Background: an optimization exercise with open tools, aiming at small area, a short achievable clock period and few clock cycles per item. Do not read the settings as production practice. Only simulation tests tie the RTL to the original design; equivalence was not proved. No activity file was given, so power comes from the tool's default toggle rates.

==> run a: inputs <==
// range_scan_object_segmenter_core
module range_scan_object_segmenter_core (
   input  wire logic        clock,
   input  wire logic        reset,
   input  wire logic        req_tvalid,
   output logic             req_tready,
   input  wire logic [23:0] req_tdata,    
   input  wire logic        req_tuser,    
   input  wire logic        req_tlast,    
   output logic             rsp_tvalid,
   input  wire logic        rsp_tready,
   output logic [71:0]      rsp_tdata,
   output logic [1:0]       rsp_tuser,    
   output logic             rsp_tlast,    
   input  wire logic        csr_we,
   input  wire logic [1:0]  csr_index,
   input  wire logic [15:0] csr_wdata
);
export LEC_CHECK = 0
export CAP_MARGIN = 20
export CORE_MARGIN = 2
export CORE_UTILIZATION = 40
export CTS_BUF_LIST = sky130_fd_sc_hd__clkbuf_16
export CTS_CLUSTER_DIAMETER = 60
export CTS_CLUSTER_SIZE = 30
export SETUP_SLACK_MARGIN = 4.5
export SLEW_MARGIN = 20
export SYNTH_MEMORY_MAX_BITS = 8192
export TNS_END_PERCENT = 100
create_clock -name core_clock -period 8.0 [get_ports {clock}]
run.sh (not shown) runs the stock make flow with config.mk's settings and CLKGATE_MAP_FILE= SYNTH_SCRIPT=/design/flow/synth_recipe.tcl, a recipe that flattens the netlist after the stock synthesis.
==> inputs of run b, as changes to run a <==
--- a/flow/design.v
+++ b/flow/design.v
@@ -437,42 +437,39 @@
    logic        out_v;
    logic [1:0]  out_kind;
    logic        out_last;
    logic [3:0]  o_id;
    logic [7:0]  o_first, o_final, o_centre, o_arc;
    logic [15:0] o_mean;
    logic [16:0] o_chord;
    logic        u_busy, u_done;
-   wire out_free = !out_v || rsp_tready;
+   wire out_free = !out_v;
    wire head_rdy = tcnt[0] && (!head_obj || u_done);
    wire pop_any  = head_rdy && out_free;
    wire pop_obj  = pop_any && head_obj;
    wire pop      = pop_any && (head != 2'd1);
    logic [3:0]  u_cnt;
    logic [7:0]  u_r;
    logic [15:0] u_q;
    logic [7:0]  u_d;
+   logic [9:0]  u_d3;         
    logic [7:0]  u_first, u_arc;
    logic [3:0]  u_id;
    logic [16:0] u_s;
    logic [33:0] u_a;
    wire u_free = !u_busy && (!u_done || (head_obj && tcnt[0] && !out_v));
    wire u_load = u_free && (pend_q || (go && do_close));
    wire pend_n = (pend_q || (go && do_close)) && !u_free;
-   wire [8:0] t1  = {u_r, u_q[15]};
-   wire [9:0] t1s = {1'b0, t1} - {2'b00, u_d};
-   wire       g1  = !t1s[9];
-   wire [8:0] ta  = {t1s[7:0], u_q[14]};       
-   wire [8:0] tb  = {t1[7:0], u_q[14]};        
-   wire [9:0] tas = {1'b0, ta} - {2'b00, u_d};
-   wire [9:0] tbs = {1'b0, tb} - {2'b00, u_d};
-   wire       g2  = g1 ? !tas[9] : !tbs[9];
-   wire [7:0] r2  = g1 ? (!tas[9] ? tas[7:0] : ta[7:0])
-                       : (!tbs[9] ? tbs[7:0] : tb[7:0]);
+   wire [9:0]  dx = {u_r, u_q[15:14]};
+   wire [10:0] s1 = {1'b0, dx} - {3'b000, u_d};
+   wire [10:0] s2 = {1'b0, dx} - {2'b00, u_d, 1'b0};
+   wire [10:0] s3 = {1'b0, dx} - {1'b0, u_d3};
+   wire [1:0]  dq = !s3[10] ? 2'd3 : !s2[10] ? 2'd2 : !s1[10] ? 2'd1 : 2'd0;
+   wire [7:0]  r2 = !s3[10] ? s3[7:0] : !s2[10] ? s2[7:0] : !s1[10] ? s1[7:0] : dx[7:0];
    wire [33:0] hsum = u_a + ({32'd0, u_q[1:0]} * {17'd0, u_s});
    logic [16:0] sine;
    rsos_sine_rom u_sine (.k(u_arc), .value(sine));
    always_ff @(posedge clock) begin
       if (reset) begin
          u_busy <= 1'b0;
          u_done <= 1'b0;
          pend_q <= 1'b0;
@@ -491,25 +488,26 @@
    end
    always_ff @(posedge clock) begin
       u_s <= sine;
       if (u_free) begin
          u_cnt   <= 4'd0;
          u_r     <= sum_q[23:16];
          u_q     <= sum_q[15:0];
          u_d     <= tal_q;
+         u_d3    <= {2'b00, tal_q} + {1'b0, tal_q, 1'b0};
          u_first <= open_q;
          u_arc   <= arc_q[7:0];
          u_id    <= pend_q ? found_q : found_q + 4'd1;
          u_a     <= 34'd1;
       end else if (u_busy) begin
          u_cnt <= u_cnt + 4'd1;
          if (u_cnt != 4'd8) begin
             u_r <= r2;
-            u_q <= {u_q[13:0], g1, g2};
+            u_q <= {u_q[13:0], dq};
          end
          if (u_cnt != 4'd0) u_a <= {hsum[31:0], 2'b00};
       end
    end
    wire inc = push && !pop;
    wire dec = pop && !push;
    wire [3:0] tcnt_n = inc ? {tcnt[2:0], 1'b1} : dec ? {1'b0, tcnt[3:1]} : tcnt;
    always_ff @(posedge clock) begin
@@ -552,16 +550,17 @@
          best_chord  <= c_chord;
          best_id     <= u_id;
          best_centre <= c_centre;
       end
    end
    always_ff @(posedge clock) begin
       if (reset) out_v <= 1'b0;
       else if (out_free) out_v <= head_rdy;
+      else if (rsp_tready) out_v <= 1'b0;
    end
    always_ff @(posedge clock) begin
       if (out_free) begin
          if (head_obj) begin
             out_kind <= 2'd0;
             out_last <= !head[0];
             o_id     <= u_id;
             o_first  <= u_first;
==> flow/config.mk (replaced) <==
export PLATFORM = sky130hd
export DESIGN_NAME = range_scan_object_segmenter_core
export DESIGN_NICKNAME = range_scan_object_segmenter_core
export VERILOG_FILES = /design/flow/design.v
export SDC_FILE = /design/flow/constraint.sdc
export NUM_CORES = 4
export LEC_CHECK = 0
export ABC_AREA = 1
export CAP_MARGIN = 20
export CORE_MARGIN = 2
export CORE_UTILIZATION = 45
export SETUP_SLACK_MARGIN = 5
export SLEW_MARGIN = 20
export SYNTH_MEMORY_MAX_BITS = 8192
export TNS_END_PERCENT = 100
==> inputs of run c, as changes to run a <==
--- a/flow/design.v
+++ b/flow/design.v
@@ -332,16 +332,17 @@
    input  wire logic [1:0]  csr_index,
    input  wire logic [15:0] csr_wdata
 );
    logic [15:0] thr_q;
    logic [7:0]  minw_q;
    logic [3:0]  lim_q;
    logic        thr_new;      
    wire wr_thr = csr_we && (csr_index == 2'd0);
+   wire [3:0] lim_n = (csr_we && (csr_index == 2'd2)) ? csr_wdata[3:0] : lim_q;
    always_ff @(posedge clock) begin
       if (reset) begin
          thr_q  <= 16'd40;
          minw_q <= 8'd4;
          lim_q  <= 4'd8;
       end else if (csr_we) begin
          case (csr_index)
             2'd0: thr_q  <= csr_wdata;
@@ -362,57 +363,58 @@
    logic [7:0]  open_q;
    logic [8:0]  arc_q;        
    logic [15:0] pr_q;
    logic [23:0] sum_q;
    logic [7:0]  tal_q;
    logic [3:0]  found_q;
    logic        pend_q;       
    logic [3:0]  tcnt;         
+   logic [3:0]  cap_q;        
    wire       primed_e = primed_q && !st;
    wire       track_e  = track_q && !st;
    wire [3:0] found_e  = st ? 4'd0 : found_q;
    logic [17:0] lo_q;
    logic [16:0] hi_q;
    wire drop_c = !lo_q[17] && ({1'b0, rng} <= lo_q[16:0]);
-   wire rise_c = {1'b0, rng} > hi_q;
-   wire [3:0] cap = (lim_q < 4'd8) ? lim_q : 4'd8;
-   wire cok_c  = !arc_q[8] && (arc_q[7:0] >= minw_q) && (found_q < cap);
+   wire rise_c = {1'b0, rng} >= hi_q;
+   wire cok_c  = !arc_q[8] && (arc_q[7:0] >= minw_q) && (found_q < cap_q);
    logic drop_l, rise_l, cok_l;
-   wire edge_ok = s1_edge && !(s1_first && thr_new);
+   wire edge_ok = s1_edge && !thr_new;           
    wire drop = edge_ok  ? drop_c : drop_l;
    wire rise = edge_ok  ? rise_c : rise_l;
    wire cok  = s1_first ? cok_c  : cok_l;
-   wire go = s1v && !pend_q && !tcnt[3] && !(s1_first && thr_new);
+   wire go = s1v && !pend_q && !tcnt[3] && !(s1_edge && thr_new);
    wire do_start = primed_e && !track_e && drop;
    wire do_end   = primed_e && track_e && rise;
    wire do_close = do_end && cok;
    wire do_add   = primed_e && track_e && !rise && (tal_q != 8'hff);
    always_ff @(posedge clock) begin
       if (edge_ok) begin
          drop_l <= drop_c;
          rise_l <= rise_c;
       end
       if (s1_first) cok_l <= cok_c;
+      cap_q <= reset ? 4'd8 : (lim_n < 4'd8) ? lim_n : 4'd8;
    end
    always_ff @(posedge clock) begin
       if (reset) begin
          primed_q <= 1'b0;
          track_q  <= 1'b0;
          found_q  <= 4'd0;
       end else if (go) begin
          primed_q <= 1'b1;
          track_q  <= do_start || (track_e && !do_end);
          found_q  <= do_close ? found_q + 4'd1 : found_e;
       end
    end
    wire [15:0] pr_n = go ? rng : pr_q;
    always_ff @(posedge clock) begin
-      lo_q <= {2'b00, pr_n} + {2'b11, ~thr_q};
-      hi_q <= {1'b0, pr_n} + {1'b0, thr_q};
+      lo_q <= {2'b00, pr_n} - {2'b00, thr_q} - 18'd1;
+      hi_q <= {1'b0, pr_n} + {1'b0, thr_q} + 17'd1;
    end
    wire [8:0] arc_new = {1'b0, ang} - {1'b0, open_q};
    always_ff @(posedge clock) begin
       if (go) begin
          pr_q <= rng;
          if (do_start) begin
             open_q <= ang;
             arc_q  <= 9'd0;
@@ -515,36 +517,36 @@
    always_ff @(posedge clock) begin
       if (reset) begin
          wp_q  <= 2'd0;
          rp_q  <= 2'd0;
          tcnt  <= 4'd0;
          rdy_q <= 1'b0;
          s1v   <= 1'b0;
       end else begin
-         if (push) wp_q <= wp_q + 2'd1;
+         if (push) begin
+            tok_q[wp_q] <= ptok;
+            wp_q <= wp_q + 2'd1;
+         end
          if (pop) rp_q <= rp_q + 2'd1;
+         else if (pop_any) tok_q[rp_q] <= 2'd3;
          tcnt <= tcnt_n;
          rdy_q <= !pend_n && !tcnt_n[3] && !wr_thr;
          s1v   <= (s1v && !go) || acc;
       end
    end
    always_ff @(posedge clock) begin
-      if (!tcnt[3]) tok_q[wp_q] <= ptok;
-      if (pop_any && !pop) tok_q[rp_q] <= 2'd3;
-   end
-   always_ff @(posedge clock) begin
-      if (rdy_q) begin
+      if (acc) begin
          rng <= req_tdata[15:0];
          ang <= req_tdata[23:16];
          st  <= req_tuser;
          en  <= req_tlast;
       end
       s1_first <= acc;
-      s1_edge  <= acc || (s1_first && thr_new);
+      s1_edge  <= acc || (s1_edge && thr_new);
    end
    logic [16:0] best_chord;
    logic [3:0]  best_id;
    logic [7:0]  best_centre;
    wire [7:0]  c_final  = u_first + u_arc;
    wire [7:0]  c_centre = u_first + {1'b0, u_arc[7:1]};
    wire [16:0] c_chord  = u_a[33:17];
    always_ff @(posedge clock) begin
==> flow/config.mk (replaced) <==
export PLATFORM = sky130hd
export DESIGN_NAME = range_scan_object_segmenter_core
export DESIGN_NICKNAME = range_scan_object_segmenter_core
export VERILOG_FILES = /design/flow/design.v
export SDC_FILE = /design/flow/constraint.sdc
export NUM_CORES = 4
export LEC_CHECK = 0
export CAP_MARGIN = 20
export CORE_MARGIN = 2
export CORE_UTILIZATION = 40
export SETUP_SLACK_MARGIN = 5
export SLEW_MARGIN = 20
export SYNTH_MEMORY_MAX_BITS = 8192
export TNS_END_PERCENT = 100
==> notes.md <==
| item | run c | run b | run a |
|---|---|---|---|
| Post-synthesis share of cell area spent on full adders, half adders and majority gates | 0.121 | 0.126 | 0.124 |
| Routed length per instance | 21.8 µm | 21.5 µm | 21.0 µm |
| # clock sinks | 400 | 406 | 397 |
| Number of clock-tree buffers in the layout | 57 | 59 | 39 |
| Dpl ws | 3.89 ns | 4.15 ns | 3.99 ns |
| Sequential share of cell area | 0.322 | 0.346 | 0.344 |
| Clock network contribution to total cell area | 0.0467 | 0.0494 | 0.0473 |
| Count of inverters other than clock inverters in the layout | 224 | 479 | 210 |
| Worst hold slack | 0.445 ns | 0.450 ns | 0.459 ns |
| Sequential cell count | 400 | 406 | 397 |
| Run status | complete, no violations | complete, no violations | complete, no violations |
| Total Die Area | 66700 µm² | 59700 µm² | 65700 µm² |
| Timing endpoint of the critical path | u_r[2]$_DFFE_PP_ | u_s[0]$_DFF_P_ | u_s[3]$_DFF_P_ |
Testbench counts of run a, summed over its fixed seeds: cycles 26,163, words 24,000.
Testbench counts of run b, summed over its fixed seeds: cycles 26,174, words 24,000.
Testbench counts of run c, summed over its fixed seeds: cycles 26,163, words 24,000.

---

==> inputs of willow <==
range_scan_object_segmenter_core, a different RTL version from the one above (not shown whole).
clock: 8.0 ns
lec_check: 0
cap_margin: 20
core_margin: 2
core_utilization: 70
setup_slack_margin: 5
slew_margin: 20
synth_memory_max_bits: 8192
tns_end_percent: 100
==> inputs of juniper, as changes to willow <==
--- a/flow/config.mk
+++ b/flow/config.mk
@@ -5,10 +5,10 @@
 export SDC_FILE = /design/flow/constraint.sdc
 export NUM_CORES = 4
 export LEC_CHECK = 0
 export CAP_MARGIN = 20
 export CORE_MARGIN = 2
-export CORE_UTILIZATION = 70
-export SETUP_SLACK_MARGIN = 5
+export CORE_UTILIZATION = 40
+export SETUP_SLACK_MARGIN = 4.5
 export SLEW_MARGIN = 20
 export SYNTH_MEMORY_MAX_BITS = 8192
 export TNS_END_PERCENT = 100
==> inputs of yarrow, as changes to willow <==
--- a/flow/design.v
+++ b/flow/design.v
@@ -520,22 +520,22 @@
          rp_q  <= 2'd0;
          tcnt  <= 4'd0;
          rdy_q <= 1'b0;
          s1v   <= 1'b0;
       end else begin
-         if (push) begin
-            tok_q[wp_q] <= ptok;
-            wp_q <= wp_q + 2'd1;
-         end
+         if (push) wp_q <= wp_q + 2'd1;
          if (pop) rp_q <= rp_q + 2'd1;
-         else if (pop_any) tok_q[rp_q] <= 2'd3;
          tcnt <= tcnt_n;
          rdy_q <= !pend_n && !tcnt_n[3] && !wr_thr;
          s1v   <= (s1v && !go) || acc;
       end
    end
    always_ff @(posedge clock) begin
+      if (!tcnt[3]) tok_q[wp_q] <= ptok;
+      if (pop_any && !pop) tok_q[rp_q] <= 2'd3;
+   end
+   always_ff @(posedge clock) begin
       if (acc) begin
          rng <= req_tdata[15:0];
          ang <= req_tdata[23:16];
          st  <= req_tuser;
          en  <= req_tlast;
--- a/flow/config.mk
+++ b/flow/config.mk
@@ -5,10 +5,10 @@
 export SDC_FILE = /design/flow/constraint.sdc
 export NUM_CORES = 4
 export LEC_CHECK = 0
 export CAP_MARGIN = 20
 export CORE_MARGIN = 2
-export CORE_UTILIZATION = 70
+export CORE_UTILIZATION = 50
 export SETUP_SLACK_MARGIN = 5
 export SLEW_MARGIN = 20
 export SYNTH_MEMORY_MAX_BITS = 8192
 export TNS_END_PERCENT = 100
==> inputs of raven, as changes to willow <==
--- a/flow/design.v
+++ b/flow/design.v
@@ -50,11 +50,11 @@
 module rsos_sine_rom (
    input  wire logic [7:0]  k,
    output logic      [16:0] value
 );
    always_comb begin
-      case (k)
+      unique case (k)
          8'd0: value = 17'd0;
          8'd1: value = 17'd572;
          8'd2: value = 17'd1144;
          8'd3: value = 17'd1716;
          8'd4: value = 17'd2287;
@@ -232,85 +232,10 @@
          8'd176: value = 17'd65496;
          8'd177: value = 17'd65514;
          8'd178: value = 17'd65526;
          8'd179: value = 17'd65534;
          8'd180: value = 17'd65536;
-         8'd181: value = 17'd65534;
-         8'd182: value = 17'd65526;
-         8'd183: value = 17'd65514;
-         8'd184: value = 17'd65496;
-         8'd185: value = 17'd65474;
-         8'd186: value = 17'd65446;
-         8'd187: value = 17'd65414;
-         8'd188: value = 17'd65376;
-         8'd189: value = 17'd65334;
-         8'd190: value = 17'd65287;
-         8'd191: value = 17'd65234;
-         8'd192: value = 17'd65177;
-         8'd193: value = 17'd65115;
-         8'd194: value = 17'd65048;
-         8'd195: value = 17'd64975;
-         8'd196: value = 17'd64898;
-         8'd197: value = 17'd64816;
-         8'd198: value = 17'd64729;
-         8'd199: value = 17'd64637;
-         8'd200: value = 17'd64540;
-         8'd201: value = 17'd64439;
-         8'd202: value = 17'd64332;
-         8'd203: value = 17'd64220;
-         8'd204: value = 17'd64104;
-         8'd205: value = 17'd63983;
-         8'd206: value = 17'd63856;
-         8'd207: value = 17'd63725;
-         8'd208: value = 17'd63589;
-         8'd209: value = 17'd63449;
-         8'd210: value = 17'd63303;
-         8'd211: value = 17'd63152;
-         8'd212: value = 17'd62997;
-         8'd213: value = 17'd62837;
-         8'd214: value = 17'd62672;
-         8'd215: value = 17'd62503;
-         8'd216: value = 17'd62328;
-         8'd217: value = 17'd62149;
-         8'd218: value = 17'd61966;
-         8'd219: value = 17'd61777;
-         8'd220: value = 17'd61584;
-         8'd221: value = 17'd61386;
-         8'd222: value = 17'd61183;
-         8'd223: value = 17'd60976;
-         8'd224: value = 17'd60764;
-         8'd225: value = 17'd60547;
-         8'd226: value = 17'd60326;
-         8'd227: value = 17'd60100;
-         8'd228: value = 17'd59870;
-         8'd229: value = 17'd59635;
-         8'd230: value = 17'd59396;
-         8'd231: value = 17'd59152;
-         8'd232: value = 17'd58903;
-         8'd233: value = 17'd58650;
-         8'd234: value = 17'd58393;
-         8'd235: value = 17'd58131;
-         8'd236: value = 17'd57865;
-         8'd237: value = 17'd57594;
-         8'd238: value = 17'd57319;
-         8'd239: value = 17'd57040;
-         8'd240: value = 17'd56756;
-         8'd241: value = 17'd56468;
-         8'd242: value = 17'd56175;
-         8'd243: value = 17'd55879;
-         8'd244: value = 17'd55578;
-         8'd245: value = 17'd55273;
-         8'd246: value = 17'd54963;
-         8'd247: value = 17'd54650;
-         8'd248: value = 17'd54332;
-         8'd249: value = 17'd54010;
-         8'd250: value = 17'd53684;
-         8'd251: value = 17'd53354;
-         8'd252: value = 17'd53020;
-         8'd253: value = 17'd52682;
-         8'd254: value = 17'd52339;
-         8'd255: value = 17'd51993;
          default: value = 17'd0;
       endcase
    end
 endmodule
 `default_nettype wire
@@ -373,18 +298,18 @@
    wire       track_e  = track_q && !st;
    wire [3:0] found_e  = st ? 4'd0 : found_q;
    logic [17:0] lo_q;
    logic [16:0] hi_q;
    wire drop_c = !lo_q[17] && ({1'b0, rng} <= lo_q[16:0]);
-   wire rise_c = {1'b0, rng} > hi_q;
+   wire rise_c = {1'b0, rng} >= hi_q;
    wire cok_c  = !arc_q[8] && (arc_q[7:0] >= minw_q) && (found_q < cap_q);
    logic drop_l, rise_l, cok_l;
-   wire edge_ok = s1_edge && !(s1_first && thr_new);
+   wire edge_ok = s1_edge && !thr_new;           
    wire drop = edge_ok  ? drop_c : drop_l;
    wire rise = edge_ok  ? rise_c : rise_l;
    wire cok  = s1_first ? cok_c  : cok_l;
-   wire go = s1v && !pend_q && !tcnt[3] && !(s1_first && thr_new);
+   wire go = s1v && !pend_q && !tcnt[3] && !(s1_edge && thr_new);
    wire do_start = primed_e && !track_e && drop;
    wire do_end   = primed_e && track_e && rise;
    wire do_close = do_end && cok;
    wire do_add   = primed_e && track_e && !rise && (tal_q != 8'hff);
    always_ff @(posedge clock) begin
@@ -406,12 +331,12 @@
          found_q  <= do_close ? found_q + 4'd1 : found_e;
       end
    end
    wire [15:0] pr_n = go ? rng : pr_q;
    always_ff @(posedge clock) begin
-      lo_q <= {2'b00, pr_n} + {2'b11, ~thr_q};
-      hi_q <= {1'b0, pr_n} + {1'b0, thr_q};
+      lo_q <= {2'b00, pr_n} - {2'b00, thr_q} - 18'd1;
+      hi_q <= {1'b0, pr_n} + {1'b0, thr_q} + 17'd1;
    end
    wire [8:0] arc_new = {1'b0, ang} - {1'b0, open_q};
    always_ff @(posedge clock) begin
       if (go) begin
          pr_q <= rng;
@@ -455,36 +380,34 @@
    logic [7:0]  u_d;
    logic [7:0]  u_first, u_arc;
    logic [3:0]  u_id;
    logic [16:0] u_s;
    logic [33:0] u_a;
-   wire u_free = !u_busy && (!u_done || (head_obj && tcnt[0] && !out_v));
+   wire u_free = !u_busy && !u_done;
    wire u_load = u_free && (pend_q || (go && do_close));
    wire pend_n = (pend_q || (go && do_close)) && !u_free;
    wire [8:0] t1  = {u_r, u_q[15]};
-   wire [9:0] t1s = {1'b0, t1} - {2'b00, u_d};
-   wire       g1  = !t1s[9];
-   wire [8:0] ta  = {t1s[7:0], u_q[14]};       
-   wire [8:0] tb  = {t1[7:0], u_q[14]};        
-   wire [9:0] tas = {1'b0, ta} - {2'b00, u_d};
-   wire [9:0] tbs = {1'b0, tb} - {2'b00, u_d};
-   wire       g2  = g1 ? !tas[9] : !tbs[9];
-   wire [7:0] r2  = g1 ? (!tas[9] ? tas[7:0] : ta[7:0])
-                       : (!tbs[9] ? tbs[7:0] : tb[7:0]);
+   wire       g1  = t1 >= {1'b0, u_d};
+   wire [8:0] t1s = t1 - {1'b0, u_d};
+   wire [7:0] r1  = g1 ? t1s[7:0] : t1[7:0];
+   wire [8:0] t2  = {r1, u_q[14]};
+   wire       g2  = t2 >= {1'b0, u_d};
+   wire [8:0] t2s = t2 - {1'b0, u_d};
+   wire [7:0] r2  = g2 ? t2s[7:0] : t2[7:0];
    wire [33:0] hsum = u_a + ({32'd0, u_q[1:0]} * {17'd0, u_s});
+   wire [7:0] u_k = (u_arc > 8'd180) ? 8'(9'd360 - {1'b0, u_arc}) : u_arc;
    logic [16:0] sine;
-   rsos_sine_rom u_sine (.k(u_arc), .value(sine));
+   rsos_sine_rom u_sine (.k(u_k), .value(sine));
    always_ff @(posedge clock) begin
       if (reset) begin
          u_busy <= 1'b0;
          u_done <= 1'b0;
          pend_q <= 1'b0;
       end else begin
          pend_q <= pend_n;
          if (u_load) begin
             u_busy <= 1'b1;
-            u_done <= 1'b0;
          end else if (u_busy && u_cnt == 4'd8) begin
             u_busy <= 1'b0;
             u_done <= 1'b1;
          end else if (pop_obj) begin
             u_done <= 1'b0;
@@ -539,20 +462,20 @@
          ang <= req_tdata[23:16];
          st  <= req_tuser;
          en  <= req_tlast;
       end
       s1_first <= acc;
-      s1_edge  <= acc || (s1_first && thr_new);
+      s1_edge  <= acc || (s1_edge && thr_new);
    end
    logic [16:0] best_chord;
    logic [3:0]  best_id;
    logic [7:0]  best_centre;
    wire [7:0]  c_final  = u_first + u_arc;
    wire [7:0]  c_centre = u_first + {1'b0, u_arc[7:1]};
    wire [16:0] c_chord  = u_a[33:17];
    always_ff @(posedge clock) begin
-      if (u_done && head_obj && tcnt[0] && (u_id == 4'd1 || c_chord < best_chord)) begin
+      if (pop_obj && (u_id == 4'd1 || c_chord < best_chord)) begin
          best_chord  <= c_chord;
          best_id     <= u_id;
          best_centre <= c_centre;
       end
    end
--- a/flow/config.mk
+++ b/flow/config.mk
@@ -5,10 +5,10 @@
 export SDC_FILE = /design/flow/constraint.sdc
 export NUM_CORES = 4
 export LEC_CHECK = 0
 export CAP_MARGIN = 20
 export CORE_MARGIN = 2
-export CORE_UTILIZATION = 70
-export SETUP_SLACK_MARGIN = 5
+export CORE_UTILIZATION = 40
+export SETUP_SLACK_MARGIN = 4
 export SLEW_MARGIN = 20
 export SYNTH_MEMORY_MAX_BITS = 8192
 export TNS_END_PERCENT = 100
==> notes.md <==
yarrow ran to the end with no violations. willow stopped in global routing (GRT-0232). raven completed with no timing, DRC or antenna violations. juniper passed the timing, design-rule and antenna checks. Power, lowest first: juniper, yarrow, raven. Between juniper and raven, the lower final cell count is in raven (gap about 4.5%, measured against raven). Final area: yarrow > juniper > raven. The highest routed wire length belongs to yarrow, the lowest to raven.
Testbench counts of willow, summed over its fixed seeds: cycles 26,163, words 24,000.
Testbench counts of juniper, summed over its fixed seeds: cycles 26,163, words 24,000.
Testbench counts of yarrow, summed over its fixed seeds: cycles 26,163, words 24,000.
Testbench counts of raven, summed over its fixed seeds: cycles 26,721, words 24,000.

[afterwards: timing with drivers on the ports]
The flow's constraints put no driver on any port. The routed layouts listed below were extracted and timed again, unchanged, in two steps. Step 1 assumes that a clkbuf_16 drives the clock port and a buf_2 every other input. Step 2 times the ports against the registers' clock, not the clock port: input delays grow and output delays shrink by t, the midpoint of the rising clock arrivals with the driver on. Slacks: no drivers / after step 1 / after step 2; pairs: no drivers / after step 1.
run	t (ns)	setup WS [ns]	worst register clock-pin slew, ns	worst slew at a driven data input, ns
run a	0.633	4.470 / 4.470 / 4.285	0.09 / 0.09	0.05
run b	0.659	4.996 / 4.975 / 4.541	0.07 / 0.07	0.07
run c	0.649	4.512 / 4.512 / 4.512	0.07 / 0.07	0.04
juniper	0.651	4.516 / 4.516 / 4.202	0.07 / 0.07	0.05
yarrow	0.645	4.475 / 4.475 / 4.475	0.06 / 0.06	0.06
raven	0.638	4.080 / 4.080 / 3.859	0.07 / 0.07	0.04
After both steps every run listed still meets setup and hold. The setup slack of run b, which loses most, moves by -0.021 ns with the drivers and by -0.455 ns with both steps.
